Source: an optimization exercise on an open RTL-to-GDS flow (aim: a short achievable clock period and few clock cycles). Production flows keep margins and buffers that such runs may drop.

==> indigo: inputs <==
## path_counter_top
module path_counter_top (
    input  logic                 clk,
    input  logic                 rst_n,
    input  logic                 start,
    input  graph_pkg::node_idx_t start_idx,
    input  graph_pkg::node_idx_t end_idx,
    input  logic                 edge_valid,
    input  graph_pkg::node_idx_t next_node_idx,
    input  graph_pkg::edge_cnt_t next_node_counter,
    output logic                 edge_ready,
    output graph_pkg::node_idx_t node_idx,
    output logic                 rd_next_node,
    output graph_pkg::count_t    path_count,
    output logic                 done
);
Settings: LEC_CHECK=0, ABC_CLOCK_PERIOD_IN_PS=2500, CAP_MARGIN=40, CORE_MARGIN=2, CORE_UTILIZATION=60, CTS_CLUSTER_DIAMETER=150, CTS_CLUSTER_SIZE=40, SLEW_MARGIN=20, TNS_END_PERCENT=15; clock period 15.0 ns.
standard.sh (not shown) runs the stock make flow with config.mk's settings and CLKGATE_MAP_FILE= SYNTH_SCRIPT=/design/flow/synth_recipe.tcl, a recipe that flattens the netlist after the stock synthesis.
==> flow/flow/run.sh <==
#!/bin/bash
set -uo pipefail
MARGIN=10
bash standard.sh SETUP_SLACK_MARGIN=$MARGIN finish > standard_flow.log 2>&1
==> cedar: changes against indigo <==
--- a/flow/design.v
+++ b/flow/design.v
@@ -55,10 +55,11 @@
     logic              s1_pend;
     logic              s1_alloc;
     logic [N-1:0]      s1_hit;
     logic              s1_fwdhit;
     logic [IW-1:0]     s1_fwd_id;
+    logic              s1_fr;       
     logic              have_cand;
     logic [IW-1:0]     cand_id;
     logic [XW-1:0]     cand_idx;
     logic [IW-1:0]     cur_id;
     logic [XW-1:0]     cur_idx_r;
@@ -100,16 +101,13 @@
     logic          hit_any0;
     logic          hit_rd0;
     logic          c_end0, c_done0, c_pend0, alloc0;
     assign take  = edge_valid & rd_next_node;
     assign last0 = (next_node_counter == 5'(1));
-    logic [IW-1:0] hit_id0;
     always_comb begin
-        hit_id0 = '0;
         for (int i = 0; i < N; i++) begin
             hit0[i] = nt_vld[i] & (nt_idx[i*XW +: XW] == next_node_idx);
-            if (hit0[i]) hit_id0 = hit_id0 | IW'(i);
         end
         hit_fwd  = s1_v & s1_alloc & (s1_t == next_node_idx);
         hit_any0 = (|hit0) | hit_fwd;
         hit_rd0  = |(hit0 & nt_rd);
         c_end0   = (next_node_idx == end_r);
@@ -290,22 +288,22 @@
     logic        q_room_pre;
     assign q_fill     = q_cnt + (QW+1)'(st_v[0]) + (QW+1)'(st_v[1])
                       + (QW+1)'(st_v[2]) + (QW+1)'(st_v[3]);
     assign q_room     = (q_fill <= (QW+1)'(QD - 12));
     assign q_room_pre = (q_fill <= (QW+1)'(QD - 16));
-    logic go_e;
     logic sr_go;
-    assign sr_go = run & ~fin & q_room & (srch | go_e);
+    assign sr_go = run & ~fin & ((srch & q_room) | (s1_end & ~cand_final & (q_room | s1_fr)));
     logic sr_read, sr_reread, sr_root;
     assign sr_read   = sr_go & w_read;
     assign sr_reread = sr_go & w_reread;
     assign sr_root   = sr_go & w_root;
     logic take_last;
     logic cand_avail0;
+    logic pre_fr;
     assign take_last   = take & last0;
     assign cand_avail0 = have_cand | c_pend | c_pend0;
-    assign go_e        = take_last & ~cand_avail0 & ~srch;
+    assign pre_fr      = w_read & q_room_pre & ~srch;
     logic           P0, P1, P2, P3;       
     logic           Q0, Q1, Q2, Q3;       
     logic [KW-1:0]  sp_m3, sp_m4, sp_m5, sp_m6;
     logic [IW-1:0]  es_r [3];
     logic [FW-1:0]  fd_p1, fd_m1, fd_m2, fd_m3, fd_m4, fd_m5, fd_m6;
@@ -465,10 +463,11 @@
             srch         <= 1'b0;
             fin          <= 1'b0;
             done         <= 1'b0;
             rd_next_node <= 1'b0;
             s1_v         <= 1'b0;
+            s1_fr        <= 1'b0;
             have_cand    <= 1'b0;
             sp           <= '0;
             sp_m1        <= '1;
             sp_m2        <= '1 - 1'b1;
             fd           <= '0;
@@ -481,13 +480,14 @@
             b_v          <= 1'b0;
             c_v          <= 1'b0;
         end else begin
             init  <= run_go;
             s1_v  <= take;
+            s1_fr <= take_last & ~cand_avail0 & pre_fr;
             es_wv <= push_ok;
             fs_wv <= sw | (sr_read & FI0);
-            st_v  <= {sr_go & w_opv[2], sr_go & w_opv[1], sr_go & w_opv[0], (take & c_end0) | c_done0};
+            st_v  <= {sr_go & w_opv[2], sr_go & w_opv[1], sr_go & w_opv[0], c_end | c_done};
             if (run_go) begin
                 run          <= 1'b1;
                 done         <= 1'b0;
                 srch         <= 1'b0;
                 fin          <= 1'b0;
@@ -496,13 +496,12 @@
                 sp           <= '0;
                 sp_m1        <= '1;
                 sp_m2        <= '1 - 1'b1;
                 fd           <= '0;
             end else if (run) begin
-                if (go_e) begin
+                if (take_last && !cand_avail0 && !pre_fr) begin
                     rd_next_node <= 1'b0;
-                    srch         <= 1'b1;
                 end
                 if (s1_end) begin
                     have_cand <= 1'b0;
                 end else if (s1_cand_new) begin
                     have_cand <= 1'b1;
@@ -512,10 +511,12 @@
                     sp_m1 <= sp;
                     sp_m2 <= sp_m1;
                 end
                 if (sw) begin
                     fd <= fd + 1'b1;
+                end else if (s1_end) begin
+                    srch <= 1'b1;
                 end
                 if (sr_go) begin
                     sp    <= sp_n;
                     sp_m1 <= sp_m1_n;
                     sp_m2 <= sp_m2_n;
@@ -545,18 +546,20 @@
     always_ff @(posedge clk) begin
         if (run_go) begin
             node_idx <= start_idx;
         end else if (take_last && cand_avail0) begin
             node_idx <= have_cand ? cand_idx : (c_pend ? s1_t : next_node_idx);
+        end else if (take_last && pre_fr) begin
+            node_idx <= w_read_idx;
         end else if (sr_reread) begin
             node_idx <= cur_idx_r;
         end else if (sr_read) begin
             node_idx <= w_read_idx;
         end
     end
     always_ff @(posedge clk) begin
-        st_op[0] <= {c_end0 ? OP_ONE : OP_VAL, cur_id, hit_id0};
+        st_op[0] <= {c_end ? OP_ONE : OP_VAL, cur_id, hit_id};
         st_op[1] <= w_op[0];
         st_op[2] <= w_op[1];
         st_op[3] <= w_op[2];
         for (int i = 0; i < QD; i++) begin
             if (st_v[0] && (q_wa[0] == QW'(i)))
==> run notes <==
- cedar failed in clock tree synthesis. indigo did not get past detailed placement (DPL-0033).
- Area after synthesis is about the same in cedar and indigo.
- In synthesized cell count, indigo and cedar hardly differ.
==> figures <==
metric                                                                              indigo                      cedar
Status                                                           aborted with a tool error  aborted with a tool error
Failing step                                                            detailed placement       clock tree synthesis
Y dimension of the die                                                             1.04 mm                    1.04 mm
Initial standard-cell utilization of the core                                        0.602                      0.601
Yosys top cell area share                                                            0.296                      0.296
Die W                                                                              1.04 mm                    1.04 mm
Flop and latch count out of synthesis                                                10654                      10657
Xor/xnor cell area share of the yosys netlist                                       0.0215                     0.0213
Synth Area in Adders                                                               0.00304                    0.00304
Avg Inst Size Synth                                                             10.8 sq um                 10.8 sq um
Cell area after synthesis                                                     641000 sq um               642000 sq um
Sequential element share of the synthesized area                                     0.432                      0.432
Share of flip-flops with an asynchronous set or reset                              0.00638                    0.00647
Number of unique standard cell types used by synthesis                                 110                        104
Half-perimeter wire length after placement                                         3600 mm                    3550 mm
Synthesized-area fraction occupied by and/or/nand/nor cells                          0.110                      0.110
Share of synthesized area spent on multiplexers                                      0.232                      0.232
FP Rows                                                                                379                        380
Share of the synthesized area in compound gates (AO/OA/AOI/OAI)                      0.165                      0.165
No functional check of the RTL was part of any run of this note.
